Source: an optimization exercise on an open RTL-to-GDS flow (aim: small area, a short achievable clock period and few clock cycles). Production flows keep margins and buffers that such runs may drop.
Function was checked by simulation only, so behaviour that the tests miss may differ from the original.

==> inputs of amber <==
Design qsim_top, start of the top module:
module qsim_top (
  input  logic        clk,
  input  logic        reset_n,
  input  logic        dut_valid,
  output logic        dut_ready,
  output logic [15:0] in_read_address,
  input  logic [63:0] in_read_data,
  output logic [15:0] gate_read_address,
  input  logic [63:0] gate_read_data,
  output logic        out_write_enable,
  output logic [15:0] out_write_address,
  output logic [63:0] out_write_data
);
==> flow/config.mk <==
export PLATFORM = sky130hd
export DESIGN_NAME = qsim_top
export DESIGN_NICKNAME = qsim_top
export VERILOG_FILES = /design/flow/design.v
export SDC_FILE = /design/flow/constraint.sdc
export NUM_CORES = 4
export LEC_CHECK = 0
export CAP_MARGIN = 20
export CORE_MARGIN = 2
export CORE_UTILIZATION = 40
export SETUP_SLACK_MARGIN = 5
export SLEW_MARGIN = 20
==> flow/constraint.sdc <==
create_clock -name core_clock -period 12.5 [get_ports {clk}]
set_input_delay 2.5000 -clock core_clock [delete_from_list [all_inputs] [get_ports {clk}]]
set_output_delay 2.5000 -clock core_clock [all_outputs]
set_load 0.01 [all_outputs]
run.sh (not shown) runs the stock make flow with config.mk's settings and CLKGATE_MAP_FILE= SYNTH_SCRIPT=/design/flow/synth_recipe.tcl, a recipe that flattens the netlist after the stock synthesis.
==> inputs of yarrow, as changes to amber <==
==> flow/flow/run.sh (new file) <==
#!/bin/bash
# Standard synthesis unchanged, then the standard layout with repair_timing
# asked to leave more setup slack than the 12.5 ns clock needs.
set -euo pipefail
MARGIN=$(cat flow/margin.txt)
bash standard.sh synth > synth.log 2>&1
bash standard.sh SETUP_SLACK_MARGIN=$MARGIN finish > layout.log 2>&1
==> flow/flow/margin.txt (new file) <==
8
==> flow/standard.sh (new file) <==
#!/bin/bash
# synth_recipe.tcl (not shown) runs the flow's synth.tcl, then flattens the netlist and writes it again
# the make line also repeats each setting of config.mk as NAME=value (left out here)
make -C /OpenROAD-flow-scripts/flow DESIGN_CONFIG=/design/flow/config.mk WORK_HOME=/design/flow/orfs CLKGATE_MAP_FILE= SYNTH_SCRIPT=/design/flow/synth_recipe.tcl "${@:-finish}"
removed: flow/run.sh
==> summary of the runs <==
- Against amber, the maximum frequency of yarrow is larger by 26%.
- Against yarrow, the clock skew of amber is higher by 0.040 ns.
- In die area, yarrow and amber do not differ.
- Between amber and yarrow, the lower routed wire length is in amber (gap about 4%, measured against yarrow).
Testbench counts of amber, summed over its fixed seeds: cycles 58,098.
Testbench counts of yarrow, summed over its fixed seeds: cycles 58,098.

* * *

==> job 1384: inputs <==
Another version of the RTL of qsim_top (not shown whole).
==> flow/config.mk <==
export PLATFORM = sky130hd
export DESIGN_NAME = qsim_top
export DESIGN_NICKNAME = qsim_top
export VERILOG_FILES = /design/flow/design.v
export SDC_FILE = /design/flow/constraint.sdc
export NUM_CORES = 4
export LEC_CHECK = 0
export CAP_MARGIN = 20
export CORE_MARGIN = 2
export CORE_UTILIZATION = 60
export CTS_CLUSTER_DIAMETER = 60
export CTS_CLUSTER_SIZE = 28
export SETUP_SLACK_MARGIN = 5
export SLEW_MARGIN = 20
==> flow/constraint.sdc <==
create_clock -name core_clock -period 12.5 [get_ports {clk}]
set_input_delay 2.5000 -clock core_clock [delete_from_list [all_inputs] [get_ports {clk}]]
set_output_delay 2.5000 -clock core_clock [all_outputs]
set_load 0.01 [all_outputs]
standard.sh (not shown) runs the stock make flow with config.mk's settings and CLKGATE_MAP_FILE= SYNTH_SCRIPT=/design/flow/synth_recipe.tcl, a recipe that flattens the netlist after the stock synthesis.
==> flow/flow/run.sh <==
#!/bin/bash
# Standard synthesis unchanged, then the standard layout with repair_timing
# asked to leave more setup slack than the 12.5 ns clock needs.
set -euo pipefail
MARGIN=$(cat flow/margin.txt)
bash standard.sh synth > synth.log 2>&1
bash standard.sh SETUP_SLACK_MARGIN=$MARGIN finish > layout.log 2>&1
==> flow/flow/margin.txt <==
8
==> inputs of job 4527, as changes to job 1384 <==
Settings changed: CORE_UTILIZATION 60 to 55, CTS_CLUSTER_DIAMETER 60 to not set, CTS_CLUSTER_SIZE 28 to not set.
==> reports/qor.json <==
{
  "outcome": "complete, no violations",
  "required_ps": 13180,
  "cpLargestDelayFamily": "buffers and inverters",
  "slew_limit_headroom_pct": 12.2,
  "detailed_place_hpwl_um": 448000,
  "htree_num_levels": 4,
  "layout-drive-gt1-share_pct": 8.09,
  "p_r_area_growth_vs_syn_pct": 9.23,
  "r2r_setup_slack_ps": 7880,
  "fin_cells": 20400,
  "seqAreaFraction_pct": 33.9,
  "max_freq_mhz": 217,
  "final_min_period_over_clock_period_pct": 36.9,
  "layout.cell_area.non_filler_um2": 192000,
  "grt.met1_usage_pct": 56.8
}
[end of results for job 1384]
==> reports/qor.json <==
{
  "slew_limit_headroom_pct": 17.0,
  "grt.met1_usage_pct": 53.2,
  "max_freq_mhz": 219,
  "seqAreaFraction_pct": 33.1,
  "outcome": "complete, no violations",
  "p_r_area_growth_vs_syn_pct": 12.0,
  "required_ps": 13280,
  "htree_num_levels": 5
}
[end of results for job 4527]
Testbench counts of job 1384, summed over its fixed seeds: cycles 58,226.
Testbench counts of job 4527, summed over its fixed seeds: cycles 58,226.

* * *

==> inputs of v28 <==
qsim_top again, from the RTL that the note above started with.
Settings: LEC_CHECK=0, CAP_MARGIN=20, CORE_MARGIN=2, CORE_UTILIZATION=55, SETUP_SLACK_MARGIN=5, SLEW_MARGIN=20; clock period 12.5 ns.
==> flow/flow/margin.txt <==
8.6
Scripts as last shown in full above: flow/flow/run.sh
==> inputs of v35, as changes to v28 <==
==> flow/flow/margin.txt (replaced) <==
8.25
--- a/flow/config.mk
+++ b/flow/config.mk
@@ -7,6 +7,8 @@
 export LEC_CHECK = 0
 export CAP_MARGIN = 20
 export CORE_MARGIN = 2
-export CORE_UTILIZATION = 55
+export CORE_UTILIZATION = 60
+export CTS_CLUSTER_DIAMETER = 60
+export CTS_CLUSTER_SIZE = 28
 export SETUP_SLACK_MARGIN = 5
 export SLEW_MARGIN = 20
==> run notes <==
| quantity | v35 | v28 |
|---|---|---|
| Result of the run | no timing/DRC/antenna violations | no timing/DRC/antenna violations |
| R2R Path End | u_buffer.ring0[1][63] | u_buffer.ring0[0][62] |
| Multi-input gate area | 101,600 um^2 | 104,100 um^2 |
| Number of standard-cell rows in the floorplan | 198 | 207 |
| Post-cts gate resize count | 586 | 1,858 |
| Met2 wire len | 297,200 um | 309,700 um |
| Seq/total area | 0.3341 | 0.3128 |
| Clock skew after layout | 91.57 ps | 77.98 ps |
| Total number of cells along the worst setup path | 21 | 19 |
| Capture point of the worst path | u_buffer.ring0[1][63] | u_buffer.ring0[0][62] |
| Summed area of non-filler cells in the final layout | 194,900 um^2 | 208,700 um^2 |
| Worst endpoint required time | 13,400 ps | 13,280 ps |
| Die height | 545.3 um | 569.4 um |
| HPWL reported at the end of detailed placement | 436,100 um | 438,300 um |
| Pin slew with the least headroom to its limit | 1233 ps | 1197 ps |
| Via count | 139,800 | 140,300 |
| Clock network share of area | 0.04216 | 0.05577 |
| Arrival time of the worst setup path | 5460 ps | 5250 ps |
| Final weighted congestion of routability-driven global placement | 0.9896 | 0.9850 |
Testbench counts of v28, summed over its fixed seeds: cycles 58,226.
Testbench counts of v35, summed over its fixed seeds: cycles 58,226.

* * *

==> inputs of 08-24 <==
qsim_top again, from the RTL that the note above started with.
// qsim_top
module qsim_top (
  input  logic        clk,
  input  logic        reset_n,
  input  logic        dut_valid,
  output logic        dut_ready,
  output logic [15:0] in_read_address,
  input  logic [63:0] in_read_data,
  output logic [15:0] gate_read_address,
  input  logic [63:0] gate_read_data,
  output logic        out_write_enable,
  output logic [15:0] out_write_address,
  output logic [63:0] out_write_data
);
==> flow/config.mk <==
export PLATFORM = sky130hd
export DESIGN_NAME = qsim_top
export DESIGN_NICKNAME = qsim_top
export VERILOG_FILES = /design/flow/design.v
export SDC_FILE = /design/flow/constraint.sdc
export NUM_CORES = 4
export LEC_CHECK = 0
export CAP_MARGIN = 20
export CORE_MARGIN = 2
export CORE_UTILIZATION = 55
export CTS_CLUSTER_DIAMETER = 60
export CTS_CLUSTER_SIZE = 28
export SETUP_SLACK_MARGIN = 5
export SLEW_MARGIN = 20
==> flow/constraint.sdc <==
create_clock -name core_clock -period 12.5 [get_ports {clk}]
set_input_delay 2.5000 -clock core_clock [delete_from_list [all_inputs] [get_ports {clk}]]
set_output_delay 2.5000 -clock core_clock [all_outputs]
set_load 0.01 [all_outputs]
==> flow/flow/margin.txt <==
8.25
Scripts as last shown in full above: flow/flow/run.sh
==> inputs of 09-12, as changes to 08-24 <==
==> flow/flow/margin.txt (replaced) <==
8
==> inputs of 11-28, as changes to 08-24 <==
==> flow/flow/margin.txt (replaced) <==
7.4
--- a/flow/config.mk
+++ b/flow/config.mk
@@ -9,6 +9,4 @@
 export CORE_MARGIN = 2
 export CORE_UTILIZATION = 55
-export CTS_CLUSTER_DIAMETER = 60
-export CTS_CLUSTER_SIZE = 28
 export SETUP_SLACK_MARGIN = 5
 export SLEW_MARGIN = 20
==> notes <==
- 09-12 went through all stages and came out clean. 11-28 went through all stages and came out clean. 08-24 passed the timing, DRC and antenna checks.
- The highest utilization belongs to 08-24, the lowest to 11-28.
- The lowest cell area belongs to 11-28, the highest to 08-24.
- Critical path depth: 11-28 < 08-24 < 09-12.
- Against 11-28, the count of clock-buffer cells in the layout of 09-12 is lower by 197.
Testbench counts of 08-24, summed over its fixed seeds: cycles 58,226.
Testbench counts of 09-12, summed over its fixed seeds: cycles 58,226.
Testbench counts of 11-28, summed over its fixed seeds: cycles 58,226.

## port drivers added, routing unchanged
The flow's constraints put no driver on any port. The routed layouts listed below were extracted and timed again, unchanged, in two steps. Step 1 assumes that a clkbuf_16 drives the clock port and a buf_2 every other input. Step 2 adds t to the input delays and takes it off the output delays; t is the mean of the earliest and latest rising clock arrival at the registers after step 1. Input paths then give back, and output paths get back, about the clock's delay inside the block. a / b / c = no drivers / after step 1 / after step 2; a / b = the first two.
run	shift t [ns]	setup slack, ns	latest minus earliest clock arrival (ns)	slew at the worst register clock pin (ns)	cell pins on the clock port's net
amber	1.078	6.563 / 6.563 / 6.563	0.122 / 0.122	0.07 / 0.07	1
yarrow	1.048	7.779 / 7.779 / 7.352	0.080 / 0.080	0.07 / 0.07	1
job 1384	1.066	7.884 / 7.884 / 7.633	0.076 / 0.076	0.11 / 0.11	1
job 4527	1.069	7.929 / 7.925 / 7.089	0.108 / 0.108	0.07 / 0.07	1
v28	1.052	8.029 / 8.029 / 7.731	0.079 / 0.079	0.08 / 0.08	1
v35	1.078	7.937 / 7.937 / 7.364	0.096 / 0.096	0.11 / 0.11	1
08-24	1.081	7.984 / 7.984 / 7.536	0.161 / 0.161	0.11 / 0.11	1
09-12	1.083	7.920 / 7.920 / 7.082	0.099 / 0.099	0.11 / 0.11	1
11-28	1.059	7.295 / 7.295 / 6.934	0.111 / 0.111	0.07 / 0.07	1
After both steps setup and hold are still met in every run listed. For job 4527, which loses most, drivers alone change the setup slack by -0.004 ns; drivers and shift together by -0.840 ns.
